What follows belongs to an exercise in optimizing a design on an open flow for small area and a short achievable clock period; a production flow would make more cautious choices.
The clock input has no modelled driver; a real chip could not lean on it and would need a root buffer or a full tree.
Power and IR drop assume default switching activity.

==> flow/design.v (excerpt) <==
module debug_top #(
	parameter int ADDR_W = 6
) (
	input wire logic clk,
	input wire logic reset_i,
	input wire logic tck_i,
	input wire logic tms_i,
	input wire logic tdi_i,
	output logic tdo_o,
	input wire logic rx_bit_i,
	input wire logic rx_valid_i,
	input wire dbg_pkg::sample_t sample_i,
	input wire logic sample_valid_i
);
	localparam int DRW = dbg_pkg::DR_MAX_W;
	localparam int DEPTH = 2 ** ADDR_W;
	logic [1:0] tck_sync_q;
	logic [1:0] tms_sync_q;
	logic [1:0] tdi_sync_q;
	logic rise_q;
	logic fall_q;
	always_ff @(posedge clk) begin
		if (reset_i) begin
			tck_sync_q <= '0;
			tms_sync_q <= '1;
			tdi_sync_q <= '0;
			rise_q <= 1'b0;
			fall_q <= 1'b0;
		end else begin
			tck_sync_q <= {tck_sync_q[0], tck_i};
			tms_sync_q <= {tms_sync_q[0], tms_i};
			tdi_sync_q <= {tdi_sync_q[0], tdi_i};
			rise_q <= tck_sync_q[0] & ~tck_sync_q[1];
			fall_q <= ~tck_sync_q[0] & tck_sync_q[1];
		end
	end
	wire tms = tms_sync_q[1];
	wire tdi = tdi_sync_q[1];
	dbg_pkg::tap_state_t state_q;
	dbg_pkg::tap_state_t state_d;
	always_comb begin
		case (state_q)
			dbg_pkg::TEST_LOGIC_RESET: state_d = tms ? dbg_pkg::TEST_LOGIC_RESET : dbg_pkg::RUN_TEST_IDLE;
			dbg_pkg::RUN_TEST_IDLE:    state_d = tms ? dbg_pkg::SELECT_DR : dbg_pkg::RUN_TEST_IDLE;
			dbg_pkg::SELECT_DR:        state_d = tms ? dbg_pkg::SELECT_IR : dbg_pkg::CAPTURE_DR;
			dbg_pkg::CAPTURE_DR,
			dbg_pkg::SHIFT_DR:         state_d = tms ? dbg_pkg::EXIT1_DR : dbg_pkg::SHIFT_DR;
			dbg_pkg::EXIT1_DR:         state_d = tms ? dbg_pkg::UPDATE_DR : dbg_pkg::PAUSE_DR;
			dbg_pkg::PAUSE_DR:         state_d = tms ? dbg_pkg::EXIT2_DR : dbg_pkg::PAUSE_DR;
			dbg_pkg::EXIT2_DR:         state_d = tms ? dbg_pkg::UPDATE_DR : dbg_pkg::SHIFT_DR;
			dbg_pkg::SELECT_IR:        state_d = tms ? dbg_pkg::TEST_LOGIC_RESET : dbg_pkg::CAPTURE_IR;
			dbg_pkg::CAPTURE_IR,
			dbg_pkg::SHIFT_IR:         state_d = tms ? dbg_pkg::EXIT1_IR : dbg_pkg::SHIFT_IR;
  ...
Size in the first run: roughly 17 I/O pins, about 30,000 um2 of cells after synthesis.
==> flow/config.mk <==
export PLATFORM = sky130hd
export DESIGN_NAME = debug_top
export DESIGN_NICKNAME = debug_top
export VERILOG_FILES = /design/flow/design.v
export SDC_FILE = /design/flow/constraint.sdc
export NUM_CORES = 4
export LEC_CHECK = 0
export CAP_MARGIN = 20
export CORE_MARGIN = 2
export CORE_UTILIZATION = 60
export CTS_BUF_LIST = sky130_fd_sc_hd__clkbuf_16
export CTS_CLUSTER_DIAMETER = 80
export CTS_CLUSTER_SIZE = 25
export SETUP_SLACK_MARGIN = 4.1
export SLEW_MARGIN = 20
==> flow/constraint.sdc <==
create_clock -name core_clock -period 6.0 [get_ports {clk}]
set_input_delay 1.2000 -clock core_clock [delete_from_list [all_inputs] [get_ports {clk}]]
set_output_delay 1.2000 -clock core_clock [all_outputs]
set_load 0.01 [all_outputs]
standard.sh (not shown) runs the stock make flow with config.mk's settings and CLKGATE_MAP_FILE= SYNTH_SCRIPT=/design/flow/synth_recipe.tcl, a recipe that flattens the netlist after the stock synthesis.
==> flow/flow/run.sh <==
#!/bin/bash
# Layout flow: the standard flow (standard.sh, unchanged synthesis),
# except that clock tree synthesis builds a two-level tree (flow/mytree.tcl):
# the clock port feeds 4 root clkbuf_16, each driving the clkbuf_16 leaf
# buffers of one quadrant; each leaf drives a cluster of about 24 flip-flops.
# The rest of ORFS's CTS step (placement legalisation, setup/hold repair)
# runs as usual. Each step's make output is logged in this folder; ORFS's
# own per-tool logs are under orfs/logs.
set -euo pipefail
here=$(pwd)

bash standard.sh place > std_1_place.log 2>&1

# ORFS scripts with cts.tcl's clock_tree_synthesis call replaced
mkdir -p scripts_cts
cp -r "$FLOW_HOME"/scripts/. scripts_cts/
sed -i "s#^log_cmd clock_tree_synthesis {\*}\$cts_args#source $here/flow/mytree.tcl; build_clock_tree 24 4; set_propagated_clock [all_clocks]#" scripts_cts/cts.tcl
grep -q "build_clock_tree 24 4" scripts_cts/cts.tcl
bash standard.sh SCRIPTS_DIR="$here/scripts_cts" cts > std_2_cts.log 2>&1

bash standard.sh finish > std_3_finish.log 2>&1
Other scripts of this flow, unchanged in this note and not shown: flow/flow/mytree.tcl
Rerun with:
--- a/flow/config.mk
+++ b/flow/config.mk
@@ -12,4 +12,4 @@
 export CTS_CLUSTER_DIAMETER = 80
 export CTS_CLUSTER_SIZE = 25
-export SETUP_SLACK_MARGIN = 4.1
+export SETUP_SLACK_MARGIN = 3.9
 export SLEW_MARGIN = 20
- clock power is about the same
- total power stays flat
- synthesized cell count does not change
- critical path depth went down by 4
- global-route usage is lower by 1.8 points
- wire length goes down by 7.3%
No functional check of the RTL was part of any run of this note. In every run of this note, the design's own scripts or RTL, not TritonCTS, make the clock network.

==> afterwards: timing with drivers on the ports <==
No port has a modelled driver above. Below, the same layouts with a new extraction and two added sets of constraints.
Step 1 assumes that a clkbuf_16 drives the clock port and a buf_2 every other input.
Step 2 also shifts input and output timing later by t, the mid clock arrival at the registers, as if the neighbouring blocks saw the same clock.
Slacks: no drivers / after step 1 / after step 2; pairs: no drivers / after step 1.
run	t, ns	setup WS [ns]	worst setup path at the end	cell pins on the clock port's net
the first run	0.498	3.938 / 3.828 / 3.608	input to register	4
the second run	0.511	3.732 / 3.732 / 3.643	input to register	4
After both steps setup and hold are still met in every run listed. For the first run, which loses most, drivers alone change the setup slack by -0.110 ns; drivers and shift together by -0.330 ns.
